What follows belongs to an exercise in optimizing a design on an open flow for small area and few clock cycles; a production flow would make more cautious choices.
In this exercise RTL edits were held to simulation tests only and were not proved equivalent to the original.
The clock port is modelled as an ideal driver; clocking choices that lean on that would not hold on a real chip.
No activity file was given, so power comes from the tool's default toggle rates.

==> flow/design.v <==
`default_nettype none
package sat_pkg;
    localparam int LIT_W   = 8;
    localparam int VAR_W   = LIT_W - 1;
    localparam int VAR_MAX = 128;
    localparam int CLA_LEN = 4;
    typedef logic signed [LIT_W-1:0] lit_t;
    typedef lit_t [CLA_LEN-1:0] cla_t;
    typedef enum logic [1:0] {
        UNDEFINED = 2'd0,
        TRUE      = 2'd1,
        FALSE     = 2'd2
    } lit_state_t;
    typedef lit_state_t [CLA_LEN-1:0] state_vec_t;
    typedef enum logic [1:0] {
        CMD_ASSIGN = 2'd0,
        CMD_CLEAR  = 2'd1,
        CMD_EVAL   = 2'd2
    } cmd_op_t;
    typedef struct packed {
        cmd_op_t op;
        lit_t    lit;
        cla_t    cla;
    } bcp_cmd_t;
    typedef enum logic [1:0] {
        SAT        = 2'd0,
        CONFLICT   = 2'd1,
        UNIT       = 2'd2,
        UNRESOLVED = 2'd3
    } cla_status_t;
    typedef struct packed {
        cla_status_t status;
        lit_t        lit;
    } bcp_result_t;
    function automatic logic [VAR_W-1:0] lit_var(input logic [LIT_W-1:0] lit);
        logic [LIT_W-1:0] mag;
        mag = lit[LIT_W-1] ? (~lit + 1'b1) : lit;
        lit_var = mag[VAR_W-1:0];
    endfunction
endpackage
`default_nettype wire
`default_nettype none
module sat_bcp_top (
    input  wire logic        clk,
    input  wire logic        rst_n,
    input  wire logic        cmd_req,
    input  wire logic [41:0] cmd,
    output logic             cmd_ack,
    output logic             res_req,
    output logic [9:0]       res,
    input  wire logic        res_ack
);
    localparam logic [1:0] ST_SAT   = 2'd0;
    localparam logic [1:0] ST_CONF  = 2'd1;
    localparam logic [1:0] ST_UNIT  = 2'd2;
    localparam logic [1:0] ST_UNRES = 2'd3;
    logic req_meta, req_sync, ack_meta, ack_sync;
    always_ff @(posedge clk) begin
        if (rst_n) begin
            req_meta <= 1'b0;
            req_sync <= 1'b0;
            ack_meta <= 1'b0;
            ack_sync <= 1'b0;
        end else begin
            req_meta <= cmd_req;
            req_sync <= req_meta;
            ack_meta <= res_ack;
            ack_sync <= ack_meta;
        end
    end
    logic [1:0] step;
    logic [7:0] lit_c;
    logic [7:0] lit_d;
    logic       spec_u;
    logic       spec_t;
    logic [127:1] def_q;
    logic [127:1] val_q;
    logic [127:0] def_x;
    logic [127:0] val_x;
    assign def_x = {def_q, 1'b1};
    assign val_x = {val_q, 1'b0};
    logic       waiting;
    logic [7:0] pl;
    logic [6:0] pa;
    logic [127:0] dec;
    logic       rd_def;
    logic       rd_val;
    logic       pu;
    logic       pt;
    assign waiting = req_sync && !cmd_ack;
    always_comb begin
        if (step == 2'd1) begin
            pl = lit_c;
        end else if (step == 2'd2) begin
            pl = lit_d;
        end else if (waiting) begin
            pl = cmd[41] ? cmd[15:8] : cmd[39:32];
        end else begin
            pl = cmd[7:0];
        end
    end
    assign pa = pl[7] ? (~pl[6:0] + 7'd1) : pl[6:0];
    always_comb begin
        dec    = '0;
        dec[pa] = 1'b1;
    end
    assign rd_def = def_x[pa];
    assign rd_val = val_x[pa];
    assign pu = !rd_def;
    assign pt = rd_def && (rd_val ^ pl[7]);
    function automatic logic [9:0] upd(input logic [9:0] r, input logic u,
                                       input logic t, input logic [7:0] l);
        logic [9:0] n;
        n = r;
        if (r[9:8] != ST_SAT) begin
            if (t) begin
                n = {ST_SAT, 8'd0};
            end else if (u) begin
                if (r[9:8] == ST_CONF) begin
                    n = {ST_UNIT, l};
                end else if (r[9:8] == ST_UNIT) begin
                    n = {ST_UNRES, 8'd0};
                end
            end
        end
        upd = n;
    endfunction
    logic is_eval;
    logic res_free;
    logic cap;
    logic wr;
    logic clr;
    assign is_eval  = (cmd[41:40] == 2'd2);
    assign res_free = (step == 2'd0) && (!res_req || ack_sync);
    assign cap      = waiting && (is_eval ? res_free : (step[0] == step[1]));
    assign wr       = cap && (cmd[41:40] == 2'd0);
    assign clr      = rst_n || (cap && (cmd[41:40] == 2'd1));
    always_ff @(posedge clk) begin
        if (rst_n) begin
            cmd_ack <= 1'b0;
            res_req <= 1'b0;
            step    <= 2'd0;
        end else begin
            if (cap) begin
                cmd_ack <= 1'b1;
            end else if (!req_sync) begin
                cmd_ack <= 1'b0;
            end
            if (res_req && ack_sync) begin
                res_req <= 1'b0;
            end
            case (step)
                2'd0: begin
                    if (cap && is_eval) begin
                        step <= 2'd1;
                    end
                end
                2'd1: step <= 2'd2;
                default: begin
                    if (!ack_sync) begin
                        res_req <= 1'b1;
                        step    <= 2'd0;
                    end else begin
                        step    <= 2'd3;
                    end
                end
            endcase
        end
    end
    always_ff @(posedge clk) begin
        if (cap && is_eval) begin
            res <= upd(upd({ST_CONF, 8'd0}, spec_u, spec_t, cmd[7:0]), pu, pt, cmd[15:8]);
        end else if (step == 2'd1 || step == 2'd2) begin
            res <= upd(res, pu, pt, pl);
        end
    end
    always_ff @(posedge clk) begin
        if (step[0] == step[1] && !waiting) begin
            spec_u <= pu;
            spec_t <= pt;
        end
    end
    always_ff @(posedge clk) begin
        lit_c <= cmd[23:16];
        if (cap) begin
            lit_d <= cmd[31:24];
        end
    end
    always_ff @(posedge clk) begin
        for (int v = 1; v < 128; v++) begin
            if (clr) begin
                def_q[v] <= 1'b0;
            end else if (wr && dec[v]) begin
                def_q[v] <= 1'b1;
            end
            if (wr && dec[v]) begin
                val_q[v] <= !pl[7];
            end
        end
    end
endmodule
`default_nettype wire
==> flow/run.sh <==
#!/bin/bash
# synth_recipe.tcl (not shown) runs the flow's synth.tcl, then flattens the netlist and writes it again
# the make line also repeats each setting of config.mk as NAME=value (left out here)
make -C /OpenROAD-flow-scripts/flow DESIGN_CONFIG=/design/flow/config.mk WORK_HOME=/design/flow/orfs CLKGATE_MAP_FILE= SYNTH_SCRIPT=/design/flow/synth_recipe.tcl finish
==> flow/config.mk <==
export PLATFORM = sky130hd
export DESIGN_NAME = sat_bcp_top
export DESIGN_NICKNAME = sat_bcp_top
export VERILOG_FILES = /design/flow/design.v
export SDC_FILE = /design/flow/constraint.sdc
export NUM_CORES = 4
export LEC_CHECK = 0
export CAP_MARGIN = 20
export CORE_MARGIN = 2
export CORE_UTILIZATION = 40
export SLEW_MARGIN = 20
==> flow/constraint.sdc <==
create_clock -name core_clock -period 5.0 [get_ports {clk}]
set_input_delay 1.0000 -clock core_clock [delete_from_list [all_inputs] [get_ports {clk}]]
set_output_delay 1.0000 -clock core_clock [all_outputs]
set_load 0.01 [all_outputs]
==> notes.md, run 1 <==
* Post-synthesis sequential area ratio at 54.6%
* Routability cong. at 0.941
* Setup TNS at 0 ps
* Starting density of the core at 40.7%
* Top-count cell post-synth: nor2_1
* Top post-synthesis cells by count: nor2_1 (270), nand2_1 (191), edfxtp_1 (147)
* Die footprint at 34800 sq um
* DRC errors left at 0
* Maxcap violations at 0
* Pre-CTS setup slack at -506 ps
* Post-synth EDFFs at 147
* Hpwl dp at 29.6 mm
* Routed vias at 11200
* Power Density at 583 nW/um^2
* Crit. End Element: flop
* Leakage at 6.27 nW
* Vias in the first global route at 11100
* CTS root buffer: clkbuf_16
* Clock buffer depth at 3
* Worst setup path category: primary input to flop
* Outcome: complete, no violations
* Port-buffer cells at 57
* Post-synth ARST share at 0%
* FP Rows at 66
* Synth-to-Final Area Change at 28.1%
* H-tree lvl count at 2
* CTS Buf Count at 34
* Post-synth top area share at 33.1%
* Ports at 58
* Initial antenna violation count at 1
* Routed Antenna Nets at 0
* Top_reg_cell synth: edfxtp_1
* Die Height at 187 um
* # hold bufs at CTS at 0
* CTS tree: done
* WL/cell at 20.3 um
* Crit-path max FO at 11
* Tmin final at 4830 ps
* HP Class: flop to flop
* Synthesized area at 13300 sq um
* Type of origin of the critical path: primary input
* Total Routing Usage GR at 24.0%
* First drt pass iteration count at 5
* Final Max Slew Viols at 0
* Cell count after synthesis at 1364
* RSZ-0062 raised after global routing: false
* Core area at 32700 sq um
* CP arrival at 5080 ps
* Grt total ovfl at 0
* Clock transition at path regs at 60 ps
* Clock Latency Late Sink at 530 ps
* Worst slew pin tran at 874 ps
* Fmax achieved at 207 MHz
* Synth Register Bits at 290
* Layout cells sized above 1 at 20.5%
* N_diodes at 0
* Top cells by area, synth: edfxtp_1 (33%), dfxtp_1 (21%), nor2_1 (7.6%)
* Final nets at 1641
* Slew headroom at 41.6%
* Peak supply drop at 296 uV
* Fin worst setup slack at 170 ps
* CP required at 5250 ps
* Hold Slack at 464 ps
* Top cell type by total area after synthesis: edfxtp_1
* First-pass GRT wire length at 65.0 mm
* Clock Skew at 25.2 ps
* Count of unique library cells instantiated by Yosys at 74
* Count of final hold-check violations at 0
* Iteration-0 DRC Markers at 917
* Die Wd at 187 um
* Final setup vio count at 0
* Largest net degree at the start of global routing at 53
* Syn nets at 1419
* Final WL at 41.6 mm
* Via-per-instance ratio at 5.48
* Ys Warns at 1
* Syn_area_per_cell at 9.77 sq um
* Clock sink count at 290
* Final period util at 96.6%
## cell usage in the layout, fill, tap and decap left out, types with 4 or more instances in the layout
master           netlist  final
nor3_2                 8      8
o22a_1                 6      6
ha_1                   9      9
nand2_1              191    191
inv_1                 11     11
a311oi_1              11      9
clkbuf_1              41     11
buf_4                  5    200
xnor2_1                9      6
nand4_1                9      9
o21ai_0               18     17
nand2b_1              10     10
nor2b_1               10     10
clkdlybuf4s50_1        0     56
and3_1                22     22
a31oi_1                5      4
and2_1                 9      9
o21a_1                45     45
a211oi_1               5      4
mux2i_1               43     43
a21oi_1               57     55
o31ai_1                4      4
o22ai_1                5      5
a22oi_1                8      8
buf_12                 0     12
o31a_1                 8      8
nand3_1               85     83
nor2_1               270    270
clkbuf_8               0      5
clkbuf_16              0     36
edfxtp_1             147    147
nor3_1                43     43
mux4_2                18     18
dfxtp_1              143    143
## kinds of logic (layout without fill, tap and decap cells)
| kind of cell | count (synthesis) | after routing | synth area share (%) |
|---|---|---|---|
| compound gates | 204 | 204 | 10.8 |
| xor+xnor | 13 | 13 | 0.911 |
| fa+ha+maj | 9 | 9 | 0.845 |
| buf+inv | 102 | 348 | 3.43 |
| flops | 290 | 290 | 54.6 |
| mux | 67 | 67 | 6.89 |
| simple gates | 679 | 679 | 22.5 |
## state kept, by name, summed over array words and instances, names as in the netlist
register,count
def_q,127
val_q,127
res,10
lit_c,8
lit_d,8
step,2
ack_meta,1
ack_sync,1
cmd_ack,1
req_meta,1
req_sync,1
res_req,1
spec_t,1
spec_u,1
## worst max-delay path: stages
cell	delay [ps]
clkdlybuf4s50_1	440
or3_1	430
a32oi_4	200
ha_1	210
inv_1	80
o221ai_2	160
xnor2_2	200
buf_6	190
and3_1	160
a311oi_2	320
a311oi_1	140
o41a_1	500
nor4_4	390
inv_2	170
and3_1	200
o31a_1	290
## path summary, 6_finish.rpt
path              startpoint          to  slack, ps  cells past startpoint
setup reg to reg     step[0]      res[5]        270                     18
setup / recovery      cmd[0]      res[5]        170                     16
hold / removal    def_q[112]  def_q[112]        460                      1
hold reg to reg   def_q[112]  def_q[112]        460                      1
## routing by layer
layer  vias to the layer above  share of wire, %  routed length, um  global-route usage (%)
met5                         -             0.024                 10                       0
met4                         2               3.6               1510                    9.43
met3                        82               6.9               2890                    4.46
met2                       423                46              19100                    38.7
met1                      5447                43              18100                    32.0
li1                       5283                 -                  -                       -
## what timing repair did
action,CTS,global route
resized for setup,0,12
setup endpoints to repair,0,55
buffers inserted,0,0
endpoints found under the hold margin,0,0
## area by class of cell
class                      instances  area [sq um]
fill                            3014         15600
sequential                       290          7280
multi-input combinational        972          5750
timing repair buffer             272          2350
clock buffer                      52          1010
tap                              442           553
clock inverter                     8          67.6
inverter                          16          65.1
## through the flow
stage | cell area (sq um) | power, mW | utilization [%] | std cells
6_report | 17100 | 9.96 | 52.2 | 2052
5_1_grt | 17100 | 10.4 | 52.2 | 2052
4_1_cts | 17000 | 9.87 | 52.0 | 2052
3_5_place_dp | 15900 | 7.47 | 48.7 | 1992
3_3_place_gp | 15900 | 7.47 | 48.7 | 1992
2_1_floorplan | 13400 | 5.35 | - | 1364
## power breakdown
part	leakage (nW)	switching (mW)	internal, mW	total, mW
registers	2.48	0.0251	2.68	2.71
logic	3.26	2.93	1.93	4.86
clock network	0.528	0.987	1.41	2.39
Testbench counts, summed over its fixed seeds: cycles 96,000.
==> inputs of run 2 (changes only) <==
--- a/flow/design.v
+++ b/flow/design.v
@@ -75,8 +75,5 @@
     logic       spec_t;
-    logic [127:1] def_q;
-    logic [127:1] val_q;
-    logic [127:0] def_x;
-    logic [127:0] val_x;
-    assign def_x = {def_q, 1'b1};
-    assign val_x = {val_q, 1'b0};
+    localparam int NGRP = 43;
+    localparam logic [4:0] ALLU = 5'b01000;
+    logic [NGRP*5-1:0] tbl;
     logic       waiting;
@@ -84,3 +81,2 @@
     logic [6:0] pa;
-    logic [127:0] dec;
     logic       rd_def;
@@ -102,8 +98,70 @@
     assign pa = pl[7] ? (~pl[6:0] + 7'd1) : pl[6:0];
-    always_comb begin
-        dec    = '0;
-        dec[pa] = 1'b1;
-    end
-    assign rd_def = def_x[pa];
-    assign rd_val = val_x[pa];
+    logic [5:0] grp;
+    logic [1:0] pos;
+    logic [4:0] gc;
+    logic       uu;
+    logic [2:0] gd;
+    logic [2:0] gv;
+    logic       pz;
+    always_comb begin
+        if (pa[1:0] != 2'd3) begin
+            grp = {1'b0, pa[6:2]};
+            pos = pa[1:0];
+        end else if (pa[3:2] != 2'd3) begin
+            grp = 6'd32 + 6'(pa[6:4]);
+            pos = pa[3:2];
+        end else if (pa[5:4] != 2'd3) begin
+            grp = 6'd40 + 6'(pa[6]);
+            pos = pa[5:4];
+        end else begin
+            grp = 6'd42;
+            pos = {1'b0, pa[6]};
+        end
+    end
+    logic [NGRP-1:0] gsel;
+    always_comb begin
+        for (int g = 0; g < NGRP; g++) begin
+            gsel[g] = (grp == 6'(g));
+        end
+    end
+    always_comb begin
+        gc = '0;
+        for (int g = 0; g < NGRP; g++) begin
+            gc = gc | (tbl[g*5 +: 5] & {5{gsel[g]}});
+        end
+    end
+    assign pz  = (pl == 8'd0);
+    assign uu    = !gc[4] && gc[3];
+    assign gd[0] = !uu && (gc[2] || !gc[1]);
+    assign gv[0] = gc[0];
+    assign gd[1] = !uu && (gc[2] || gc[1]);
+    assign gv[1] = gc[2] ? gc[1] : gc[0];
+    assign gd[2] = gc[4] || (gc[3] && gc[1]);
+    assign gv[2] = gc[4] ? gc[3] : gc[0];
+    assign rd_def = pz || gd[pos];
+    assign rd_val = !pz && gv[pos];
+    logic [2:0] nd;
+    logic [2:0] nv;
+    logic [2:0] pc;
+    logic [4:0] wcode;
+    always_comb begin
+        nd = gd;
+        nv = gv;
+        nd[pos] = 1'b1;
+        nv[pos] = !pl[7];
+        if (nd[0] && nd[1]) begin
+            pc = {1'b1, nv[1], nv[0]};
+        end else if (nd[0]) begin
+            pc = {2'b00, nv[0]};
+        end else begin
+            pc = {2'b01, nv[1]};
+        end
+        if (nd[2] && (nd[0] || nd[1])) begin
+            wcode = {1'b1, nv[2], pc};
+        end else if (nd[2]) begin
+            wcode = {4'b0101, nv[2]};
+        end else begin
+            wcode = {2'b00, pc};
+        end
+    end
     assign pu = !rd_def;
@@ -188,11 +246,8 @@
     end
-    always_ff @(posedge clk) begin
-        for (int v = 1; v < 128; v++) begin
-            if (clr) begin
-                def_q[v] <= 1'b0;
-            end else if (wr && dec[v]) begin
-                def_q[v] <= 1'b1;
-            end
-            if (wr && dec[v]) begin
-                val_q[v] <= !pl[7];
+    logic [4:0] wbus;
+    assign wbus = clr ? ALLU : wcode;
+    always_ff @(posedge clk) begin
+        for (int g = 0; g < NGRP; g++) begin
+            if (clr || (wr && gsel[g])) begin
+                tbl[g*5 +: 5] <= wbus;
             end
==> notes.md, run 2 <==
* Outcome: failed layout checks
* Violated checks: negative setup slack
* Top_reg_cell synth: edfxtp_1
* Synth Register Bits at 251 (-13%)
* Largest register by flop count: tbl
* Via-per-instance ratio at 6.14 (+12%)
* Peak supply drop at 350 uV (+19%)
* Starting density of the core at 40.6% (-0.18 points)
* Crit-path max cell delay at 630 ps (+130 ps)
* Vias in the first global route at 11200 (+0.92%)
* Top flop regs: tbl: 215 flops, res: 10 flops
* Pre-CTS setup slack at -2660 ps (-2160 ps)
* RSZ-0062 raised after global routing: true
* Min-delay src: req_meta
* Max FFs per register at 215
* Post-synth top area share at 57.0% (+24 points)
* Post-synthesis sequential area ratio at 59.6% (+5.0 points)
* Type of origin of the critical path: primary input
* CTS tree: done
* Hold Slack at 441 ps (-22.9 ps)
* Dpl cell area at 16300 sq um (+2.3%)
* Worst setup path category: primary input to flop
* Die Wd at 180 um (-3.5%)
* First drt pass iteration count at 7 (+2)
* Top cell type by total area after synthesis: edfxtp_1
* DRC errors left at 0 (unchanged)
* Final WL at 55.6 mm (+34%)
* Routed vias at 11700 (+4.5%)
* Grt total ovfl at 0 (unchanged)
* Post-synth ARST share at 0% (unchanged)
* Ys Warns at 1 (unchanged)
* Core area at 30500 sq um (-6.7%)
* Total Routing Usage GR at 32.9% (+8.9 points)
* Fmax achieved at 171 MHz (-17%)
* Reg2reg path depth at 27 (+9)
* Clock sink count at 251 (-13%)
* Leakage at 7.31 nW (+16%)
* CP arrival at 6290 ps (+1210 ps)
* CTS root buffer: clkbuf_16
* Worst path slowest cell: or4_4
* Most used cell, CP: buf_6
* Port-buffer cells at 57 (unchanged)
* Iteration-0 DRC Markers at 1483 (+62%)
* Routability cong. at 1.01 (+7.3%)
* Hpwl dp at 38.6 mm (+30%)
* Clock buffer depth at 3 (unchanged)
* Post-synth EDFFs at 235 (+60%)
* CTS Buf Count at 27 (-21%)
* Die Height at 180 um (-3.5%)
* H-tree lvl count at 1 (-1)
* Most frequent cells in the layout: buf_4 (388), edfxtp_1 (235), nand2_1 (83)
* Clock Skew at 16.9 ps (-8.33 ps)
* Crit-path max FO at 12 (+1)
* Count of final hold-check violations at 0 (unchanged)
* Routed Antenna Nets at 0 (unchanged)
* Crit. End Element: flop
* Syn nets at 1056 (-26%)
* Final period util at 117% (+20 points)
* Die footprint at 32400 sq um (-7.0%)
* Synth-to-Final Area Change at 53.0%
* Slew headroom at 29.7% (-12 points)
* Cell count after synthesis at 1001 (-27%)
* Top-count cell post-synth: edfxtp_1
* Synthesized area at 12400 sq um (-7.1%)
* Fin util at 62.1% (+9.9 points)
* Most common cell after layout, fill and taps aside: buf_4
* Largest net degree at the start of global routing at 54 (+1.9%)
* R2r setup slk at -840 ps (-1110 ps)
* FP Rows at 64 (-3.0%)
* Layout cells sized above 1 at 44.4% (+24 points)
* Initial antenna violation count at 1 (unchanged)
* WL/cell at 29.1 um (+43%)
* Worst slew pin tran at 1050 ps (+179 ps)
* Count of unique library cells instantiated by Yosys at 103 (+39%)
* Post-Layout Inst Area at 18900 sq um (+11%)
* Ports at 58 (unchanged)
* Hold Path Cell Cnt at 1 (unchanged)
* Worst Setup SP: cmd[41]
* Final nets at 1549 (-5.6%)
* Syn_area_per_cell at 12.4 sq um (+27%)
* Final setup vio count at 237 (+237)
* Top post-synthesis cells by count: edfxtp_1 (235), nand2_1 (89), nand3_1 (49)
* Top cells by area, synth: edfxtp_1 (57%), nand2_1 (2.7%), dfxtp_1 (2.6%)
* Clock Latency Late Sink at 580 ps (+50 ps)
* Clock transition at path regs at 60 ps (about the same)
* CP required at 5440 ps (+190 ps)
* Final Max Slew Viols at 0 (unchanged)
* Tmin final at 5850 ps (+1020 ps)
* Maxcap violations at 0 (unchanged)
* Fin worst setup slack at -852 ps (-1020 ps)
* First-pass GRT wire length at 77.5 mm (+19%)
* R2r startpoint: step[0]
* HP Class: flop to flop
* Power Density at 538 nW/um^2 (-7.7%)
* Setup TNS at -171990 ps (-171990 ps)
[run 2: cell types whose count changed in the layout (fill, tap and decap cells not counted), sizes merged, moves of 34 or more]
cell    before  now
dfxtp      143   16
edfxtp     147  235
nand3       85   51
buf        215  448
nand2      191   92
nor2       270   49
o21a        45    5
[run 2: critical path: cells and delay by family]
kind,cells,cell delay [ps]
AO/OA/AOI/OAI,10,2050
adder cells (fa/ha/maj),1,180
buffers and inverters,9,1230
AND/OR/NAND/NOR,7,1820
[run 2: layout make-up]
class                           count  area (sq um)
Timing Repair Buffer              508          4430
Clock buffer                       32           694
Antenna cell                        1          2.50
Tap cell                          396           495
Fill cell                        2451         11600
Inverter                           15          58.8
Clock inverter                     17           223
Sequential cell                   251          7380
Multi-Input combinational cell    691          5660
[run 2: cells by family after synthesis]
family | after synthesis | synth area share (%)
adders and majority gates | 9 | 0.910
muxes | 26 | 2.16
AOI/OAI and AO/OA | 290 | 19.2
buffers and inverters | 69 | 2.70
DFF | 251 | 59.6
and+or+nand+nor | 348 | 14.8
xor gates and xnor gates | 8 | 0.566
[run 2: path summary, 6_finish.rpt]
kind | endpoint
min reg2reg | req_sync
max | tbl[40]
min | req_sync
max reg2reg | tbl[40]
[run 2: report_power, final]
group,internal (mW),total (mW),switching (mW)
registers,3.31,3.63,0.318
clock network,1.21,2.08,0.868
logic,2.05,4.49,2.44
[run 2: what timing repair did]
action                                  CTS  global route
gates resized for setup                 131            75
endpoints found under the setup margin  269           237
buffers inserted                         40            35
hold buffers                              0             0
pin swaps                                39            16
gates cloned                             14             7
[run 2: through the flow]
| step | total power [mW] | std cells |
|---|---|---|
| global route | 10.5 | 1911 |
| detailed placement | 6.65 | 1769 |
| global placement | 6.65 | 1769 |
| CTS | 9.58 | 1872 |
| floorplan | 4.85 | 1001 |
| finish | 10.2 | 1911 |
[run 2: per-layer routing]
layer	GRT usage, %	routed length [um]
met1	44.5	21400
met2	50.9	24700
met4	18.4	3680
met3	5.04	5860
met5	0	0
Testbench counts of run 2, summed over its fixed seeds: cycles 96,000.
==> inputs of run 3 (changes only) <==
--- a/flow/design.v
+++ b/flow/design.v
@@ -56,2 +56,7 @@
     localparam logic [1:0] ST_UNRES = 2'd3;
+    localparam logic [2:0] S_IDLE = 3'd0;
+    localparam logic [2:0] S_LIT1 = 3'd1;
+    localparam logic [2:0] S_LIT2 = 3'd2;
+    localparam logic [2:0] S_LIT3 = 3'd3;
+    localparam logic [2:0] S_RDY  = 3'd4;
     logic req_meta, req_sync, ack_meta, ack_sync;
@@ -70,7 +75,6 @@
     end
-    logic [1:0] step;
-    logic [7:0] lit_c;
-    logic [7:0] lit_d;
-    logic       spec_u;
-    logic       spec_t;
+    logic [2:0] step;
+    logic [7:0] lit_p;
+    logic [7:0] lit_x;
+    logic [7:0] lit_y;
     localparam int NGRP = 43;
@@ -78,22 +82,3 @@
     logic [NGRP*5-1:0] tbl;
-    logic       waiting;
-    logic [7:0] pl;
     logic [6:0] pa;
-    logic       rd_def;
-    logic       rd_val;
-    logic       pu;
-    logic       pt;
-    assign waiting = req_sync && !cmd_ack;
-    always_comb begin
-        if (step == 2'd1) begin
-            pl = lit_c;
-        end else if (step == 2'd2) begin
-            pl = lit_d;
-        end else if (waiting) begin
-            pl = cmd[41] ? cmd[15:8] : cmd[39:32];
-        end else begin
-            pl = cmd[7:0];
-        end
-    end
-    assign pa = pl[7] ? (~pl[6:0] + 7'd1) : pl[6:0];
     logic [5:0] grp;
@@ -105,2 +90,8 @@
     logic       pz;
+    logic       rd_def;
+    logic       rd_val;
+    logic       pu;
+    logic       pt;
+    assign pa = lit_p[7] ? (~lit_p[6:0] + 7'd1) : lit_p[6:0];
+    assign pz = (lit_p == 8'd0);
     always_comb begin
@@ -132,3 +123,2 @@
     end
-    assign pz  = (pl == 8'd0);
     assign uu    = !gc[4] && gc[3];
@@ -142,2 +132,4 @@
     assign rd_val = !pz && gv[pos];
+    assign pu = !rd_def;
+    assign pt = rd_def && (rd_val ^ lit_p[7]);
     logic [2:0] nd;
@@ -150,3 +142,3 @@
         nd[pos] = 1'b1;
-        nv[pos] = !pl[7];
+        nv[pos] = !lit_p[7];
         if (nd[0] && nd[1]) begin
@@ -166,4 +158,2 @@
     end
-    assign pu = !rd_def;
-    assign pt = rd_def && (rd_val ^ pl[7]);
     function automatic logic [9:0] upd(input logic [9:0] r, input logic u,
@@ -185,2 +175,3 @@
     endfunction
+    logic waiting;
     logic is_eval;
@@ -190,5 +181,8 @@
     logic clr;
+    logic busy;
+    assign busy     = (step == S_LIT1) || (step == S_LIT2) || (step == S_LIT3);
+    assign waiting  = req_sync && !cmd_ack;
     assign is_eval  = (cmd[41:40] == 2'd2);
-    assign res_free = (step == 2'd0) && (!res_req || ack_sync);
-    assign cap      = waiting && (is_eval ? res_free : (step[0] == step[1]));
+    assign res_free = (step == S_IDLE) && (!res_req || ack_sync);
+    assign cap      = waiting && (is_eval ? res_free : !busy);
     assign wr       = cap && (cmd[41:40] == 2'd0);
@@ -199,3 +193,3 @@
             res_req <= 1'b0;
-            step    <= 2'd0;
+            step    <= S_IDLE;
         end else begin
@@ -210,8 +204,9 @@
             case (step)
-                2'd0: begin
+                S_IDLE: begin
                     if (cap && is_eval) begin
-                        step <= 2'd1;
+                        step <= S_LIT1;
                     end
                 end
-                2'd1: step <= 2'd2;
+                S_LIT1: step <= S_LIT2;
+                S_LIT2: step <= S_LIT3;
                 default: begin
@@ -219,5 +214,5 @@
                         res_req <= 1'b1;
-                        step    <= 2'd0;
+                        step    <= S_IDLE;
                     end else begin
-                        step    <= 2'd3;
+                        step    <= S_RDY;
                     end
@@ -228,25 +223,28 @@
     always_ff @(posedge clk) begin
-        if (cap && is_eval) begin
-            res <= upd(upd({ST_CONF, 8'd0}, spec_u, spec_t, cmd[7:0]), pu, pt, cmd[15:8]);
-        end else if (step == 2'd1 || step == 2'd2) begin
-            res <= upd(res, pu, pt, pl);
-        end
-    end
-    always_ff @(posedge clk) begin
-        if (step[0] == step[1] && !waiting) begin
-            spec_u <= pu;
-            spec_t <= pt;
-        end
-    end
-    always_ff @(posedge clk) begin
-        lit_c <= cmd[23:16];
+        if ((cap && is_eval) || busy) begin
+            res <= upd(cap ? {ST_CONF, 8'd0} : res, pu, pt, lit_p);
+        end
+    end
+    always_ff @(posedge clk) begin
         if (cap) begin
-            lit_d <= cmd[31:24];
-        end
-    end
+            lit_p <= cmd[41] ? cmd[15:8] : cmd[39:32];
+        end else if (step == S_LIT1 || step == S_LIT2) begin
+            lit_p <= lit_x;
+        end else begin
+            lit_p <= cmd[41] ? cmd[7:0] : cmd[39:32];
+        end
+        lit_x <= cap ? cmd[23:16] : lit_y;
+        lit_y <= cmd[31:24];
+    end
+    logic [4:0] wcode_q;
+    logic       wr_q;
     logic [4:0] wbus;
-    assign wbus = clr ? ALLU : wcode;
+    always_ff @(posedge clk) begin
+        wcode_q <= wcode;
+        wr_q    <= wr && !rst_n;
+    end
+    assign wbus = clr ? ALLU : wcode_q;
     always_ff @(posedge clk) begin
         for (int g = 0; g < NGRP; g++) begin
-            if (clr || (wr && gsel[g])) begin
+            if (clr || (wr_q && gsel[g])) begin
                 tbl[g*5 +: 5] <= wbus;
==> notes.md, run 3 <==
* Power Density at 534 nW/um^2 (-0.71%)
* Maxcap violations at 0 (unchanged)
* R2r startpoint: lit_p[0]
* Clock transition at path regs at 70 ps (about the same)
* Port-buffer cells at 57 (unchanged)
* CP required at 5370 ps (-70 ps)
* Synth Register Bits at 264 (+5.2%)
* First drt pass iteration count at 7 (unchanged)
* Multi-input logic area at 4730 sq um (-16%)
* WL/cell at 27.2 um (-6.6%)
* Count of unique library cells instantiated by Yosys at 101 (-1.9%)
* Post-Layout Cell Count at 1587 (-17%)
* FP Rows at 64 (unchanged)
* Top cells by area, synth: edfxtp_1 (54%), dfxtp_1 (6.3%), o21ai_0 (2.8%)
* Ports at 58 (unchanged)
* CTS root buffer: clkbuf_16
* # hold bufs at CTS at 0 (unchanged)
* Post-synth ARST share at 0% (unchanged)
* Slew headroom at 30.1% (+0.45 points)
* Max FFs per register at 215 (unchanged)
* Crit-path max FO at 19 (+7)
* Syn nets at 1097 (+3.9%)
* Critical-path cell list: inv_2 > ha_1 > buf_4 > or3b_4 > or3_1 > and4b_2 > a311o_1 > a211oi_1 > o32ai_1 > nor4_1 > nand4b_1 > buf_4 > a21oi_1 > a2bb2oi_1 > buf_4 > nand4_1 > o311ai_1
* H-tree lvl count at 1 (unchanged)
* Final Max Slew Viols at 0 (unchanged)
* Met3 WL at 4.39 mm (-25%)
* First-pass GRT wire length at 64.2 mm (-17%)
* Reg2reg path depth at 17 (-37%)
* Most common cell after layout, fill and taps aside: edfxtp_1
* Synth-to-Final Area Change at 21.3%
* Post-synthesis sequential area ratio at 60.4% (+0.76 points)
* Syn_area_per_cell at 11.9 sq um (-3.5%)
* Fin util at 49.4% (-13 points)
* Fmax achieved at 206 MHz (+20%)
* Initial antenna violation count at 1 (unchanged)
* Leakage at 5.30 nW (-27%)
* Layout cells sized above 1 at 18.1% (-26 points)
* HP Class: flop to flop
* Starting density of the core at 40.7% (+0.15 points)
* Clock sink count at 264 (+5.2%)
* CP arrival at 5230 ps (-1060 ps)
* Routed vias at 10000 (-14%)
* # fillers at 2759 (+13%)
* Total Routing Usage GR at 25.9% (-7.0 points)
* Top-count cell post-synth: edfxtp_1
* Die Wd at 181 um (+0.43%)
* CTS tree: done
* Core area at 30700 sq um (+0.52%)
* Synthesized area at 12500 sq um (+0.89%)
* Peak supply drop at 271 uV (-23%)
* Worst setup path category: flop to flop
* Worst slew pin tran at 1040 ps (-8.31 ps)
* Die Height at 181 um (+0.43%)
* Final period util at 97.2% (-20 points)
* Ys Warns at 1 (unchanged)
* Top cell type by total area after synthesis: edfxtp_1
* Clock buffer depth at 3 (unchanged)
* M1 WL at 18.2 mm (-15%)
* Min-delay src: ack_sync
* Count of final hold-check violations at 0 (unchanged)
* FF+latch area at 7540 sq um (+2.1%)
* Vias in the first global route at 9570 (-15%)
* Type of origin of the critical path: flop
* Cell count after synthesis at 1046 (+4.5%)
* Most frequent cells in the layout: edfxtp_1 (225), buf_4 (94), nand2_1 (78)
* Reg-to-reg critical path endpoint: res[1]
* Top routing layer used: met4
* Tmin final at 4860 ps (-990 ps)
* Post-synth top area share at 54.1% (-2.9 points)
* CTS Buf Count at 30 (+11%)
* Largest net degree at the start of global routing at 44 (-19%)
* Clock Latency Late Sink at 560 ps (-20 ps)
* Die footprint at 32600 sq um (+0.87%)
* Largest register by flop count: tbl
* DRC errors left at 0 (unchanged)
* Routed Antenna Nets at 0 (unchanged)
* Most used cell, CP: buf_4
* Top post-synthesis cells by count: edfxtp_1 (225), nand2_1 (79), o21ai_0 (70)
* R2r setup slk at 140 ps (+980 ps)
* Crit-path max cell delay at 430 ps (-200 ps)
* Worst Setup SP: lit_p[0]
* Crit. End Element: flop
* Iteration-0 DRC Markers at 1335 (-10%)
* Worst path slowest cell: or3b_4
* Final setup vio count at 0 (-100%)
* Final nets at 1217 (-21%)
* Worst Setup EP: res[1]
* Post-Place Cells at 1524 (-14%)
* Via-per-instance ratio at 6.32 (+3.0%)
* Outcome: complete, no violations
* Post-synth EDFFs at 225 (-4.3%)
* Metal2 WL at 18.9 mm (-24%)
* Clock Skew at 16.4 ps (-0.475 ps)
* Final WL at 43.1 mm (-22%)
* Top flop regs: tbl: 215 flops, res: 10 flops
* Top_reg_cell synth: edfxtp_1
* Hpwl dp at 29.7 mm (-23%)
* Grt total ovfl at 0 (unchanged)
* Routability cong. at 1.02 (+0.84%)
==> run 3: logic make-up (layout without fill, tap and decap cells) <==
group | count (synthesis) | in the layout | share of synthesized area [%]
simple gates | 348 | 348 | 15.5
compound gates | 310 | 310 | 17.5
flops | 264 | 264 | 60.4
buf+inv | 80 | 224 | 2.82
mux | 35 | 35 | 2.98
fa+ha+maj | 5 | 5 | 0.501
xor+xnor | 4 | 4 | 0.281
other cells | 0 | 1 | 0
==> run 3: worst min path at each step <==
stage | slack, ps | end | depth (start not counted)
2_1_floorplan | 390 | res_req | 1
4_1_cts | 420 | res_req | 1
5_1_grt | 460 | res_req | 1
3_3_place_gp | 400 | res_req | 1
6_report | 420 | res_req | 1
3_5_place_dp | 410 | res_req | 1
==> run 3: cell type report <==
| cell class | count | area share [%] |
|---|---|---|
| Antenna cell | 1 | 0.0165 |
| Tap cell | 396 | 3.27 |
| Inverter | 12 | 0.297 |
| Clock inverter | 18 | 1.16 |
| Multi-Input combinational cell | 702 | 31.2 |
| Timing Repair Buffer | 156 | 9.02 |
| Clock buffer | 38 | 5.29 |
| Sequential cell | 264 | 49.7 |
==> run 3: metrics by stage <==
step | hold slack, ps | setup slack [ps] | power (mW) | TNS (ps) | instance area [sq um]
2_1_floorplan | 394 | 640 | 4.62 | 0 | 12500
3_3_place_gp | 404 | 34.0 | 5.79 | 0 | 14000
3_5_place_dp | 411 | 40.7 | 5.78 | 0 | 14000
4_1_cts | 423 | 41.7 | 7.97 | 0 | 15000
5_1_grt | 457 | -3.23 | 8.39 | -3.23 | 15200
6_report | 421 | 138 | 8.10 | 0 | 15200
==> run 3: timing repair <==
| action | 4_1_cts | 5_1_grt |
|---|---|---|
| setup endpoints to repair | 0 | 10 |
| buffers inserted | 0 | 6 |
| resized for setup | 0 | 23 |
==> run 3: worst max-delay path, delay by kind of cell (launching register included) <==
family	cells	cell delay (ps)
DFF	1	340
AOI/OAI and AO/OA	6	1260
buffers and inverters	4	830
and+or+nand+nor	6	2020
adders and majority gates	1	210
==> run 3: report_power, final <==
part           leakage, nW  internal (mW)  switching [mW]  total (mW)
Sequential            2.57           2.92           0.161        3.08
Clock                0.470           1.29           0.898        2.19
Combinational         2.26          0.988            1.84        2.83
==> run 3: layer usage <==
metal | global-route usage, % | vias up
met2 | 39.0 | 641
met1 | 37.1 | 4848
met3 | 5.72 | 119
met5 | 0 | -
li1 | - | 4429
met4 | 8.65 | 0
Testbench counts of run 3, summed over its fixed seeds: cycles 96,000.
==> inputs of run 4 (changes only) <==
--- a/flow/config.mk
+++ b/flow/config.mk
@@ -10,2 +10,3 @@
 export CORE_UTILIZATION = 40
+export CTS_BUF_LIST = sky130_fd_sc_hd__clkbuf_4 sky130_fd_sc_hd__clkbuf_8
 export SLEW_MARGIN = 20
==> notes.md, run 4 <==
* CTS root buffer: clkbuf_8
* Reg2reg path depth at 16 (-1)
* Pre-CTS setup slack at 40.7 ps (unchanged)
* Clock buffer depth at 3 (unchanged)
* Initial antenna violation count at 0 (-1)
* Maxcap violations at 0 (unchanged)
* Crit-path max FO at 24 (+5)
* Routability cong. at 1.02 (unchanged)
* Clock Skew at 31.8 ps (+15.4 ps)
* Port-buffer cells at 57 (unchanged)
* Die footprint at 32600 sq um (unchanged)
* R2r setup slk at 200 ps (+70 ps)
* Clock transition at path regs at 60 ps (about the same)
* R2r startpoint: lit_p[0]
* Tmin final at 4800 ps (-65.7 ps)
* Top cell type by total area after synthesis: edfxtp_1
* Starting density of the core at 40.7% (unchanged)
* Core area at 30700 sq um (unchanged)
* Clock Latency Late Sink at 580 ps (+20 ps)
* Worst setup path category: flop to flop
* Top post-synthesis cells by count: edfxtp_1 (225), nand2_1 (79), o21ai_0 (70)
* Crit-path max cell delay at 660 ps (+230 ps)
* Post-synth top area share at 54.1% (unchanged)
* Synth-to-Final Area Change at 20.1%
* Largest register by flop count: tbl
* CP arrival at 5080 ps (-150 ps)
* Fin util at 48.9% (-0.50 points)
* DRC errors left at 0 (unchanged)
* First drt pass iteration count at 5 (-2)
* CP required at 5290 ps (-80 ps)
* Min-delay src: ack_sync
* Post-synthesis sequential area ratio at 60.4% (unchanged)
* Fin worst setup slack at 203 ps (+65.7 ps)
* Clock sink count at 264 (unchanged)
* Post-synth ARST share at 0% (unchanged)
* HP Class: flop to flop
* CTS tree: done
* Final period util at 95.9% (-1.3 points)
* Worst slew pin tran at 1040 ps (-6.95 ps)
* Die Height at 181 um (unchanged)
* Reg-to-reg critical path endpoint: res[1]
* Final setup vio count at 0 (unchanged)
* CTS Buf Count at 46 (+53%)
* Iteration-0 DRC Markers at 1230 (-7.9%)
* Count of final hold-check violations at 0 (unchanged)
* FP Rows at 64 (unchanged)
* Largest net degree at the start of global routing at 44 (unchanged)
* Most frequent cells in the layout: edfxtp_1 (225), buf_4 (94), nand2_1 (78)
* Max FFs per register at 215 (unchanged)
* Ports at 58 (unchanged)
* WL/cell at 26.7 um (-1.8%)
* Setup TNS at 0 ps (unchanged)
* Final WL at 43.1 mm (about the same)
* Post-synth EDFFs at 225 (unchanged)
* Synth Register Bits at 264 (unchanged)
* Critical-path cell list: inv_2 > ha_1 > buf_4 > nor3b_4 > a31o_2 > nor2_2 > buf_12 > o32ai_1 > nand3_1 > o221a_2 > o211ai_1 > or4_1 > or4b_2 > o41a_1 > o211ai_4 > o311ai_1
* Leakage at 5.29 nW (-0.17%)
* Top flop regs: tbl: 215 flops, res: 10 flops
* Routed Antenna Nets at 0 (unchanged)
* Peak supply drop at 256 uV (-5.7%)
* Most common cell after layout, fill and taps aside: edfxtp_1
* Layout cells sized above 1 at 19.3% (+1.2 points)
* Type of origin of the critical path: flop
* Via-per-instance ratio at 6.27 (-0.94%)
* Slew headroom at 30.1% (about the same)
* Vias in the first global route at 9770 (+2.1%)
* Syn_area_per_cell at 11.9 sq um (unchanged)
* Worst hold endpoint: res_req
* Worst path slowest cell: or4_1
* Hpwl dp at 29.7 mm (unchanged)
* Grt total ovfl at 0 (unchanged)
* Die Wd at 181 um (unchanged)
* Final nets at 1233 (+1.3%)
* Syn nets at 1097 (unchanged)
* Routed vias at 10100 (+0.81%)
* Synthesized area at 12500 sq um (unchanged)
* RSZ-0062 raised after global routing: true
* Outcome: complete, no violations
* Final Max Slew Viols at 0 (unchanged)
* Power Density at 519 nW/um^2 (-2.9%)
* Top-count cell post-synth: edfxtp_1
* Top_reg_cell synth: edfxtp_1
* Fmax achieved at 208 MHz (+1.4%)
* Crit. End Element: flop
* Top cells by area, synth: edfxtp_1 (54%), dfxtp_1 (6.3%), o21ai_0 (2.8%)
* Ys Warns at 1 (unchanged)
* Overall power at 7.79 mW (-3.8%)
* Count of unique library cells instantiated by Yosys at 101 (unchanged)
* Total Routing Usage GR at 26.1% (+0.19 points)
* First-pass GRT wire length at 64.5 mm (+0.41%)
* Hold Slack at 421 ps (+0.789 ps)
* Cell count after synthesis at 1046 (unchanged)
* Hold Path Cell Cnt at 1 (unchanged)
* H-tree lvl count at 2 (+1)
[run 4: cell types whose count changed in the layout (fill, tap and decap cells not counted), moves of 2 or more]
cell	change
clkbuf_8	+48
clkbuf_16	-31
clkbuf_4	+18
clkbuf_1	-7
clkinv_1	+7
bufinv_16	-3
clkinv_4	-2
clkinvlp_4	-2
[run 4: how the worst max path moves through the flow]
| stage | from | end | slack [ps] | cells after the start |
|---|---|---|---|---|
| 4_1_cts | lit_p[0] | res[1] | 40 | 17 |
| 3_5_place_dp | lit_p[0] | res[1] | 40 | 15 |
| 5_1_grt | lit_p[0] | res[6] | 2 | 17 |
| 3_3_place_gp | lit_p[0] | res[0] | 30 | 15 |
| 2_1_floorplan | lit_p[0] | res[0] | 640 | 17 |
| 6_report | lit_p[0] | res[1] | 200 | 16 |
[run 4: worst max-delay path, delay by kind of cell (launching register included)]
family / cells / cell delay, ps
simple gates: 5 / 1970
compound gates: 7 / 1470
buf+inv: 3 / 470
flops: 1 / 380
fa+ha+maj: 1 / 230
[run 4: area by class of cell]
class / count / area (sq um)
fill: 2780 / 15700
sequential: 264 / 7540
multi-input combinational: 702 / 4670
timing repair buffer: 156 / 1370
clock buffer: 66 / 796
tap: 396 / 495
clock inverter: 18 / 86.3
inverter: 12 / 45.0
antenna: 1 / 2.50
[run 4: where the power goes]
| part | total [mW] | internal, mW | leakage (nW) | switching [mW] |
|---|---|---|---|---|
| sequential | 3.08 | 2.92 | 2.57 | 0.160 |
| clock | 1.91 | 1.03 | 0.473 | 0.883 |
| combinational | 2.80 | 0.972 | 2.25 | 1.83 |
| total | 7.79 | 4.92 | 5.29 | 2.87 |
[run 4: stage by stage]
step	cell area [sq um]	instances
2_1_floorplan	12500	1046
3_3_place_gp	14000	1523
6_report	15000	1615
3_5_place_dp	14000	1524
4_1_cts	14900	1608
5_1_grt	15000	1614
[run 4: metal layers]
| metal | part of all wire [%] | GRT usage [%] | wire length [um] | up-vias |
|---|---|---|---|---|
| li1 | - | - | - | 4464 |
| met1 | 42 | 36.5 | 18200 | 4857 |
| met2 | 43 | 38.5 | 18600 | 667 |
| met3 | 10 | 6.49 | 4430 | 130 |
| met4 | 4.4 | 11.1 | 1910 | 0 |
| met5 | 0 | 0 | 0 | - |
[run 4: timing repair]
action	CTS	global route
resized for setup	0	12
hold buffers	0	0
setup endpoints to repair	0	10
buffers inserted	0	6
[run 4: cells by family after synthesis]
kind of cell	count (synthesis)	share of synthesized area, %
simple gates	348	15.5
mux	35	2.98
xor+xnor	4	0.281
compound gates	310	17.5
fa+ha+maj	5	0.501
buf+inv	80	2.82
flops	264	60.4
==> inputs of run 5 (changes only) <==
--- a/flow/config.mk
+++ b/flow/config.mk
@@ -7,2 +7,3 @@
 export LEC_CHECK = 0
+export ABC_AREA = 1
 export CAP_MARGIN = 20
==> notes.md, run 5 <==
* Outcome: complete, no violations
* Syn nets at 1301 (+19%)
* Die Wd at 179 um (-0.69%)
* Clock buffer depth at 3 (unchanged)
* First-pass GRT wire length at 54.8 mm (-15%)
* Fmax achieved at 225 MHz (+7.8%)
* # hold bufs at CTS at 0 (unchanged)
* Initial antenna violation count at 0 (unchanged)
* WL/cell at 20.7 um (-23%)
* Peak supply drop at 243 uV (-5.0%)
* Hold Slack at 402 ps (-19.0 ps)
* DRC errors left at 0 (unchanged)
* H-tree lvl count at 2 (unchanged)
* Final WL at 35.9 mm (-17%)
* Ys Warns at 1 (unchanged)
* Post-Layout Inst Area at 14100 sq um (-5.7%)
* Power Density at 501 nW/um^2 (-3.5%)
* Post-cts resize count at 0 (unchanged)
* Top cell type by total area after synthesis: edfxtp_1
* First drt pass iteration count at 5 (unchanged)
* N_diodes at 0 (-1)
* Tmin final at 4450 ps (-346 ps)
* Worst setup path category: flop to flop
* Count of final hold-check violations at 0 (unchanged)
* Metal2 WL at 15.9 mm (-14%)
* Maxcap violations at 0 (unchanged)
* Layout cells sized above 1 at 11.6% (-7.7 points)
* Top_reg_cell synth: edfxtp_1
* Iteration-0 DRC Markers at 1049 (-15%)
* Core area at 30400 sq um (-0.78%)
* Most frequent cells in the layout: nand2_1 (328), edfxtp_1 (225), nand4_1 (141)
* Met3 WL at 3.42 mm (-23%)
* Type of origin of the critical path: flop
* Largest net degree at the start of global routing at 75 (+70%)
* Top flop regs: tbl: 215 flops, res: 10 flops
* CTS tree: done
* Post-synth top area share at 54.9% (+0.78 points)
* CTS Buf Count at 45 (-2.2%)
* Routability cong. at 0.892 (-12%)
* Routed Antenna Nets at 0 (unchanged)
* CTS root buffer: clkbuf_8
* Crit-path max FO at 28 (+17%)
* Crit. End Element: flop
* Most common cell after layout, fill and taps aside: nand2_1
* Final Max Slew Viols at 0 (unchanged)
* Top-count cell post-synth: nand2_1
* M1 WL at 15.4 mm (-15%)
* Slew headroom at 25.9% (-4.2 points)
* Port-buffer cells at 57 (unchanged)
* Synthesized area at 12300 sq um (-1.4%)
* CP required at 5310 ps (+20 ps)
* Setup TNS at 0 ps (unchanged)
* Post-synth ARST share at 0% (unchanged)
* Routed vias at 9661 (-4.5%)
* Leakage at 5.84 nW (+10%)
* Dpl cell area at 13300 sq um (-5.1%)
* Setup bufs post-CTS at 0 (unchanged)
* Via-per-instance ratio at 5.57 (-11%)
* Hpwl dp at 22.6 mm (-24%)
* Top cells by area, synth: edfxtp_1 (55%), nand2_1 (10%), nand4_1 (7.2%)
* Die Height at 179 um (-0.69%)
* Synth-to-Final Area Change at 14.9%
* Top routing layer used: met4
* Post-synth EDFFs at 225 (unchanged)
* RSZ-0062 raised after global routing: false
* Ports at 58 (unchanged)
* FP Rows at 64 (unchanged)
* Vias in the first global route at 9350 (-4.3%)
* Syn_area_per_cell at 9.85 sq um (-18%)
* Synth Register Bits at 264 (unchanged)
* Final nets at 1360 (+10%)
* Clock sink count at 264 (unchanged)
* Total Routing Usage GR at 21.9% (-4.2 points)
* Top post-synthesis cells by count: nand2_1 (328), edfxtp_1 (225), nand4_1 (141)
* Count of unique library cells instantiated by Yosys at 43 (-57%)
* Clock transition at path regs at 50 ps (about the same)
* Largest register by flop count: tbl
* Worst slew pin tran at 1100 ps (+62.2 ps)
* Grt total ovfl at 0 (unchanged)
* Final period util at 89.0% (-6.9 points)
* Die footprint at 32200 sq um (-1.4%)
* Final setup vio count at 0 (unchanged)
* Clock Latency Late Sink at 580 ps (about the same)
* Starting density of the core at 40.5% (-0.26 points)
* Clock Skew at 31.3 ps (-0.482 ps)
* HP Class: flop to flop
* CP arrival at 4760 ps (-320 ps)
* Post-synthesis sequential area ratio at 61.2% (+0.87 points)
* Max FFs per register at 215 (unchanged)
* Cell count after synthesis at 1250 (+20%)
[run 5: area by class of cell]
class                      instances  area [sq um]
inverter                          89           334
fill                            2905         16300
tap                              396           495
multi-input combinational        821          4090
clock inverter                    17          81.3
sequential                       264          7540
timing repair buffer              88           841
clock buffer                      61           758
[run 5: worst paths after layout]
kind	from	to	slack, ps	depth (start not counted)
setup / recovery	lit_p[0]	res[7]	550	25
hold / removal	req_meta	req_sync	400	2
setup reg to reg	lit_p[0]	res[7]	550	25
hold reg to reg	req_meta	req_sync	400	2
[run 5: worst max-delay path, cell delays in order (launching register included)]
cell     delay [ps]
dfxtp_1         390
inv_2            80
ha_1            280
nand2_1          60
o21ai_2         100
nand2_2         270
nand2_1         370
nand2_1         140
nor2_4          650
nand2_1         240
nor2_2          220
nand2_1          70
nand2_1          70
inv_1            40
nand2_1          70
nor2_1           50
nand3_1         180
nand2_1          90
nand2_1         110
nand2_1         100
nand2_4         130
nor2_4           80
inv_1            90
nand3_4         130
nand3_1         100
nand2_1          50
[run 5: layer usage]
layer,GRT usage (%),vias to the layer above
li1,-,4526
met1,31.4,4629
met2,32.6,435
met3,5.06,71
met4,7.71,0
met5,0,-
[run 5: per-stage QoR]
step | util [%] | setup WS (ps) | instances | power, mW
2_1_floorplan | - | 1810 | 1250 | 4.53
3_5_place_dp | 43.7 | 601 | 1658 | 5.24
6_report | 46.5 | 549 | 1736 | 7.08
5_1_grt | 46.5 | 190 | 1736 | 7.46
4_1_cts | 46.5 | 575 | 1736 | 7.10
3_3_place_gp | 43.7 | 727 | 1658 | 5.21
[run 5: where the power goes]
group	total, mW	internal (mW)	switching, mW
logic	2.19	0.562	1.62
clock network	1.87	0.981	0.888
registers	3.03	2.91	0.119
[run 5: cells by family after synthesis]
kind of cell,after synthesis,share of synthesized area [%]
buffers and inverters,165,6.07
AND/OR/NAND/NOR,709,26.9
adder cells (fa/ha/maj),5,0.508
AO/OA/AOI/OAI,107,5.26
flip-flops,264,61.2
==> inputs of run 6 (changes only) <==
==> flow/flow/run.sh (new file) <==
#!/bin/bash
# The standard ORFS layout (the standard.sh, standard synthesis unchanged), with:
#  - port buffers of the smallest buffer cell,
#  - clock tree built from small clock buffers and no dummy loads,
#  - power recovery (downsizing of gates with slack) after global routing.
# Each step's full output is in orfs/logs; standard.sh's own output is in run_standard.log.
set -euo pipefail
export BUFFER_PORTS_ARGS="-buffer_cell sky130_fd_sc_hd__buf_1"
export CTS_ARGS="-sink_clustering_enable -repair_clock_nets -dont_use_dummy_load -buf_list {sky130_fd_sc_hd__clkbuf_4 sky130_fd_sc_hd__clkbuf_8}"
export RECOVER_POWER=100
bash standard.sh > run_standard.log 2>&1
==> flow/standard.sh (new file) <==
#!/bin/bash
# synth_recipe.tcl (not shown) runs the flow's synth.tcl, then flattens the netlist and writes it again
# the make line also repeats each setting of config.mk as NAME=value (left out here)
make -C /OpenROAD-flow-scripts/flow DESIGN_CONFIG=/design/flow/config.mk WORK_HOME=/design/flow/orfs CLKGATE_MAP_FILE= SYNTH_SCRIPT=/design/flow/synth_recipe.tcl "${@:-finish}"
removed: flow/run.sh
==> notes.md, run 6 <==
* Outcome: failed layout checks
* Violated checks: max-capacitance violations, max-slew violations
* H-tree lvl count at 2 (unchanged)
* Port-buffer cells at 57 (unchanged)
* Post-Place Cells at 1662 (+0.24%)
* Grt total ovfl at 0 (unchanged)
* Synth-to-Final Area Change at 10.2%
* FP Rows at 64 (unchanged)
* Clock transition at path regs at 50 ps (about the same)
* CTS root buffer: clkbuf_8
* Layout cells sized above 1 at 9.15% (-2.5 points)
* Ports at 58 (unchanged)
* Peak supply drop at 222 uV (-8.7%)
* Via-per-instance ratio at 5.69 (+2.2%)
* Post-Layout Inst Area at 13600 sq um (-4.0%)
* Top-count cell post-synth: nand2_1
* Fin worst setup slack at 569 ps (+19.5 ps)
* CTS Buf Count at 46 (+2.2%)
* CP required at 5250 ps (-60 ps)
* Maxcap violations at 2 (+2)
* Power Density at 503 nW/um^2 (+0.29%)
* Worst slew pin tran at 1890 ps (+793 ps)
* First-pass GRT wire length at 54.4 mm (-0.67%)
* First drt pass iteration count at 5 (unchanged)
* Synth Register Bits at 264 (unchanged)
* Final Max Slew Viols at 74 (+74)
* RSZ-0062 raised after global routing: false
* Most common cell after layout, fill and taps aside: nand2_1
* Syn_area_per_cell at 9.85 sq um (unchanged)
* Final nets at 1365 (+0.37%)
* N_diodes at 0 (unchanged)
* Pre-CTS setup slack at 891 ps (+290 ps)
* Post-synth ARST share at 0% (unchanged)
* Initial antenna violation count at 0 (unchanged)
* Final period util at 88.6% (-0.39 points)
* Clock sink count at 264 (unchanged)
* Most frequent cells in the layout: nand2_1 (328), edfxtp_1 (225), nand4_1 (141)
* Die footprint at 32200 sq um (unchanged)
* Top cell type by total area after synthesis: edfxtp_1
* Final setup vio count at 0 (unchanged)
* Post-synth top area share at 54.9% (unchanged)
* Setup TNS at 0 ps (unchanged)
* Syn nets at 1301 (unchanged)
* CTS tree: done
* CP arrival at 4680 ps (-80 ps)
* Cell count after synthesis at 1250 (unchanged)
* # hold bufs at CTS at 0 (unchanged)
* Tmin final at 4430 ps (-19.5 ps)
* Hpwl dp at 22.6 mm (about the same)
* Slew headroom at -26.2% (-52 points)
* Post-synthesis sequential area ratio at 61.2% (unchanged)
* Clock Latency Late Sink at 560 ps (-20 ps)
* Count of final hold-check violations at 0 (unchanged)
* Routed Antenna Nets at 0 (unchanged)
* Starting density of the core at 40.5% (unchanged)
* Synthesized area at 12300 sq um (unchanged)
* Leakage at 5.55 nW (-4.9%)
* Overall power at 6.82 mW (-3.8%)
* Post-synth EDFFs at 225 (unchanged)
* Count of unique library cells instantiated by Yosys at 43 (unchanged)
* Top flop regs: tbl: 215 flops, res: 10 flops
* Type of origin of the critical path: flop
* Routed vias at 9718 (+0.59%)
* Total Routing Usage GR at 21.7% (-0.17 points)
* Setup bufs post-CTS at 0 (unchanged)
* Post-Layout Cell Count at 1708 (-1.6%)
* Ys Warns at 1 (unchanged)
* Top post-synthesis cells by count: nand2_1 (328), edfxtp_1 (225), nand4_1 (141)
* Die Height at 179 um (unchanged)
* Iteration-0 DRC Markers at 982 (-6.4%)
* HP Class: flop to flop
* Crit-path max FO at 18 (-36%)
* Post-cts resize count at 0 (unchanged)
* Top_reg_cell synth: edfxtp_1
* Clock buffer depth at 3 (unchanged)
* Max FFs per register at 215 (unchanged)
* Crit. End Element: flop
* Fmax achieved at 226 MHz (+0.44%)
* Top cells by area, synth: edfxtp_1 (55%), nand2_1 (10%), nand4_1 (7.2%)
* Core area at 30400 sq um (unchanged)
* Final WL at 35.7 mm (-0.59%)
* DRC errors left at 0 (unchanged)
* Clock Skew at 66.0 ps (+34.6 ps)
* Worst setup path category: flop to flop
* Largest net degree at the start of global routing at 62 (-17%)
* Dpl cell area at 13000 sq um (-2.1%)
* Routability cong. at 0.934 (+4.7%)
* Vias in the first global route at 9219 (-1.4%)
* Largest register by flop count: tbl
* Die Wd at 179 um (unchanged)
* WL/cell at 20.9 um (+1.0%)
-- run 6: cell counts after synthesis --
No cell type changed its count.
-- run 6: cell families after synthesis --
| kind of cell | share of synthesized area [%] |
|---|---|
| AND/OR/NAND/NOR | 26.9 |
| flip-flops | 61.2 |
| buffers and inverters | 6.07 |
| adder cells (fa/ha/maj) | 0.508 |
| AO/OA/AOI/OAI | 5.26 |
-- run 6: report_power, final --
part / switching (mW) / internal, mW
Combinational: 1.64 / 0.540
Clock: 0.796 / 0.808
Sequential: 0.115 / 2.92
-- run 6: worst paths after layout --
check | startpoint | slack, ps | depth (start not counted) | end
worst max register to register | lit_p[0] | 570 | 25 | res[5]
worst min-delay path | ack_meta | 400 | 2 | ack_sync
worst min register to register | ack_meta | 400 | 2 | ack_sync
worst max-delay path | lit_p[0] | 570 | 25 | res[5]
-- run 6: final cells by class --
cell class	count	area, sq um
sequential	264	7540
clock buffer	46	633
timing repair buffer	92	504
inverter	89	334
fill	2931	16900
multi-input combinational	821	4060
tap	396	495
-- run 6: metal layers --
layer | GRT usage [%] | up-vias | part of all wire [%]
met5 | 0 | - | 0
met4 | 7.45 | 0 | 3.1
met3 | 4.48 | 85 | 9.5
met2 | 32.8 | 466 | 44
met1 | 31.1 | 4654 | 43
li1 | - | 4513 | -
-- run 6: worst max-delay path, stage by stage (launching register included) --
cell and delay (ps):
dfxtp_1 360, inv_1 110, ha_1 300, nand2_1 80, o21ai_2 70, nand2_2 300
inv_2 70, buf_4 240, nor2_2 600, inv_1 380, nor2_2 280, nand2_1 100
nand2_1 70, inv_1 40, nand2_1 40, nor2_1 40, nand3_1 170, nand2_1 80
nand2_1 100, nand2_1 100, nand2_4 130, nor2_4 80, inv_1 90, nand3_4 130
nand3_1 100, nand2_1 50
-- run 6: metrics by stage --
step,hold WS [ps],utilization (%)
global placement,389,42.7
CTS,403,44.9
global route,411,44.6
floorplan,388,-
detailed placement,396,42.8
finish,401,44.6
==> inputs of run 7 (changes only) <==
==> flow/flow/run.sh (replaced) <==
#!/bin/bash
# The standard ORFS layout (the standard.sh, standard synthesis unchanged), with:
#  - port buffers of the smallest buffer cell,
#  - a clock tree built from small clock buffers and no dummy loads,
#  - power recovery (downsizing of gates with slack) after CTS, followed by slew and
#    capacitance repair (post_cts.tcl).
# Each step's full output is in orfs/logs; standard.sh's own output is in run_standard.log.
set -euo pipefail
here=$(cd "$(dirname "$0")" && pwd)
export BUFFER_PORTS_ARGS="-buffer_cell sky130_fd_sc_hd__buf_1"
export CTS_ARGS="-sink_clustering_enable -repair_clock_nets -dont_use_dummy_load -buf_list {sky130_fd_sc_hd__clkbuf_4 sky130_fd_sc_hd__clkbuf_8}"
export POST_CTS_TCL="$here/post_cts.tcl"
bash standard.sh > run_standard.log 2>&1
==> flow/flow/post_cts.tcl (new file) <==
# After CTS and its timing repair: downsize gates that have slack, then repair
# slew and capacitance again so the downsizing leaves no violation behind.
log_cmd estimate_parasitics -placement
log_cmd repair_timing -recover_power 100 -verbose
log_cmd repair_design -slew_margin 20 -cap_margin 20 -verbose
set result [catch { detailed_placement } msg]
if { $result != 0 } {
  error "Detailed placement failed after power recovery: $msg"
}
check_placement -verbose
report_metrics 4 "cts power recovered"
==> notes.md, run 7 <==
* Outcome: complete, no violations
* Ys Warns at 1 (unchanged)
* WL/cell at 20.8 um (-0.53%)
* FP Rows at 64 (unchanged)
* Final nets at 1370 (+0.37%)
* N_diodes at 0 (unchanged)
* Vias in the first global route at 9267 (+0.52%)
* Post-synth EDFFs at 225 (unchanged)
* Most used cell, CP: nand2_1
* Top flop regs: tbl: 215 flops, res: 10 flops
* Syn nets at 1301 (unchanged)
* Die footprint at 32200 sq um (unchanged)
* Top post-synthesis cells by count: nand2_1 (328), edfxtp_1 (225), nand4_1 (141)
* Synth-to-Final Area Change at 11.3%
* Share of power burned in the clock network at 23.3% (-0.2 points)
* Internal power at 4.31 mW (+1.0%)
* Post-synth top area share at 54.9% (unchanged)
* Maxcap violations at 0 (-2)
* First-pass GRT wire length at 54.6 mm (+0.27%)
* Setup TNS at 0 ps (unchanged)
* Tmin final at 4600 ps (+164 ps)
* Port-buffer cells at 57 (unchanged)
* Max FFs per register at 215 (unchanged)
* Clock sink count at 264 (unchanged)
* Power Density at 501 nW/um^2 (-0.24%)
* Largest net degree at the start of global routing at 62 (unchanged)
* Top cell type by total area after synthesis: edfxtp_1
* Count of final hold-check violations at 0 (unchanged)
* DRC errors left at 0 (unchanged)
* NetSw at 2.56 mW (+0.23%)
* Sw frac at 37.3% (-0.19 points)
* Routed vias at 9646 (-0.74%)
* Crit-path max FO at 14 (-4)
* Multi-input logic area at 4060 sq um (-0.15%)
* Die Height at 179 um (unchanged)
* R2r startpoint: lit_p[0]
* Final setup vio count at 0 (unchanged)
* Ports at 58 (unchanged)
* Routed Antenna Nets at 0 (unchanged)
* Worst path slowest cell: nor2_2
* CP required at 5240 ps (about the same)
* Final Max Slew Viols at 0 (-100%)
* Fmax achieved at 218 MHz (-3.6%)
* Peak supply drop at 223 uV (+0.39%)
* Worst Setup SP: lit_p[0]
* Core area at 30400 sq um (unchanged)
* Fin worst setup slack at 404 ps (-164 ps)
* Synth Register Bits at 264 (unchanged)
* Most common cell after layout, fill and taps aside: nand2_1
* # fillers at 2917 (-0.48%)
* Min-delay src: ack_meta
* Slew headroom at 29.0% (+55 points)
* Cell count after synthesis at 1250 (unchanged)
* Type of origin of the critical path: flop
* Layout cells sized above 1 at 9.19% (+0.041 points)
* Iteration-0 DRC Markers at 1086 (+11%)
* Post-Place Cells at 1662 (unchanged)
* Crit. End Element: flop
* Final WL at 35.6 mm (-0.24%)
* Clock Skew at 66.0 ps (+0.0598 ps)
* Initial antenna violation count at 0 (unchanged)
* Combinational group share of total power at 32.6% (+0.6 points)
* Most frequent cells in the layout: nand2_1 (329), edfxtp_1 (225), nand4_1 (141)
* Worst slew pin tran at 1060 ps (-828 ps)
* Fin util at 45.0% (+0.44 points)
* FF+latch area at 7540 sq um (unchanged)
* Worst setup path category: flop to flop
* First drt pass iteration count at 7 (+2)
* Starting density of the core at 40.5% (unchanged)
* Clock Latency Late Sink at 560 ps (about the same)
* Top_reg_cell synth: edfxtp_1
* Post-synth ARST share at 0% (unchanged)
* Post-Layout Cell Count at 1713 (+0.29%)
* Die Wd at 179 um (unchanged)
* Post-synthesis sequential area ratio at 61.2% (unchanged)
* Routability cong. at 0.934 (unchanged)
* Crit-path max cell delay at 650 ps (+50 ps)
* Largest register by flop count: tbl
* Syn_area_per_cell at 9.85 sq um (unchanged)
* Overall power at 6.87 mW (+0.73%)
* Via-per-instance ratio at 5.63 (-1.0%)
* Synthesized area at 12300 sq um (unchanged)
* Hpwl dp at 22.6 mm (unchanged)
* CP arrival at 4840 ps (+160 ps)
* Grt total ovfl at 0 (unchanged)
* RSZ-0062 raised after global routing: false
* Leakage at 5.62 nW (+1.2%)
* Final period util at 91.9% (+3.3 points)
* HP Class: flop to flop
* Count of unique library cells instantiated by Yosys at 43 (unchanged)
* Top-count cell post-synth: nand2_1
* Pre-CTS setup slack at 891 ps (unchanged)
* Clock transition at path regs at 50 ps (about the same)
* CTS tree: done
* Sequential power share at 44.0% (-0.5 points)
* Top cells by area, synth: edfxtp_1 (55%), nand2_1 (10%), nand4_1 (7.2%)
* Total Routing Usage GR at 21.8% (+0.057 points)
[run 7: kinds of logic (layout without fill, tap and decap cells)]
logic type | count (synthesis) | in the layout | synth area share (%)
and+or+nand+nor | 709 | 709 | 26.9
DFF | 264 | 264 | 61.2
AOI/OAI and AO/OA | 107 | 107 | 5.26
buffers and inverters | 165 | 232 | 6.07
adders and majority gates | 5 | 5 | 0.508
[run 7: final cells by class]
cell class / instances / area share, %
Sequential cell: 264 / 55.0
Multi-Input combinational cell: 821 / 29.6
Timing Repair Buffer: 97 / 4.69
Tap cell: 396 / 3.62
Clock buffer: 46 / 4.62
Inverter: 89 / 2.44
[run 7: path summary, 6_finish.rpt]
| check | cells after the start | slack, ps | end |
|---|---|---|---|
| setup / recovery | 25 | 400 | res[5] |
| hold reg to reg | 2 | 400 | ack_sync |
| hold / removal | 2 | 400 | ack_sync |
| setup reg to reg | 25 | 400 | res[5] |
[run 7: critical path: cells and delay by family, from the launching register on]
family / cells / cell delay [ps]
AOI/OAI and AO/OA: 2 / 330
adders and majority gates: 1 / 290
buffers and inverters: 2 / 200
DFF: 1 / 360
and+or+nand+nor: 20 / 3100
[run 7: routing by layer]
layer	global-route usage, %	vias to the layer above	routed length (um)
met3	4.56	88	3220
met4	7.58	0	1120
li1	-	4521	-
met2	33.3	462	15900
met1	30.8	4575	15300
met5	0	-	0
[run 7: power groups by stage]
stage,Clock [mW],Combinational [mW],Sequential (mW)
floorplan,0,1.50,3.03
global route,1.71,2.45,3.05
detailed placement,0,2.17,3.07
finish,1.60,2.24,3.03
global placement,0,2.14,3.06
[run 7: per-stage QoR]
stage	area [sq um]	hold WS, ps
after floorplan	12300	388
after global placement	13000	389
after detailed placement	13000	396
after global routing	13700	411
final	13700	400

port drivers added, routing unchanged:
Ports are ideal in the flow. The routed layouts listed here were re-timed in OpenROAD. Step 1, drivers: a clkbuf_16 drives clk and a buf_2 each remaining input, both assumed. Step 2 adds t to the input delays and takes it off the output delays; t is the mean of the earliest and latest rising clock arrival at the registers after step 1. Input paths then give back, and output paths get back, about the clock's delay inside the block. a / b / c = ideal / step 1 / step 2; a / b = the first two.
| run | shift t [ns] | setup WS [ns] | hold slack, ns | worst register clock-pin slew, ns |
|---|---|---|---|---|
| run 1 | 0.567 | 0.170 / 0.192 / -0.374 | 0.464 / 0.464 / 0.464 | 0.06 / 0.06 |
| run 2 | 0.623 | -0.852 / -0.836 / -1.456 | 0.441 / 0.441 / 0.441 | 0.07 / 0.07 |
| run 3 | 0.606 | 0.138 / 0.138 / 0.138 | 0.421 / 0.421 / 0.421 | 0.07 / 0.07 |
| run 4 | 0.610 | 0.203 / 0.203 / 0.203 | 0.421 / 0.421 / 0.421 | 0.07 / 0.07 |
| run 5 | 0.611 | 0.549 / 0.549 / 0.549 | 0.402 / 0.402 / 0.402 | 0.07 / 0.07 |
| run 6 | 0.580 | 0.569 / 0.569 / 0.218 | 0.401 / 0.401 / 0.401 | 0.07 / 0.07 |
| run 7 | 0.572 | 0.404 / 0.404 / 0.404 | 0.400 / 0.400 / 0.400 | 0.06 / 0.06 |
With both steps, setup timing fails in run 1, where it was met with ideal ports. For run 2, which loses most, drivers alone change the setup slack by +0.016 ns; drivers and shift together by -0.604 ns.
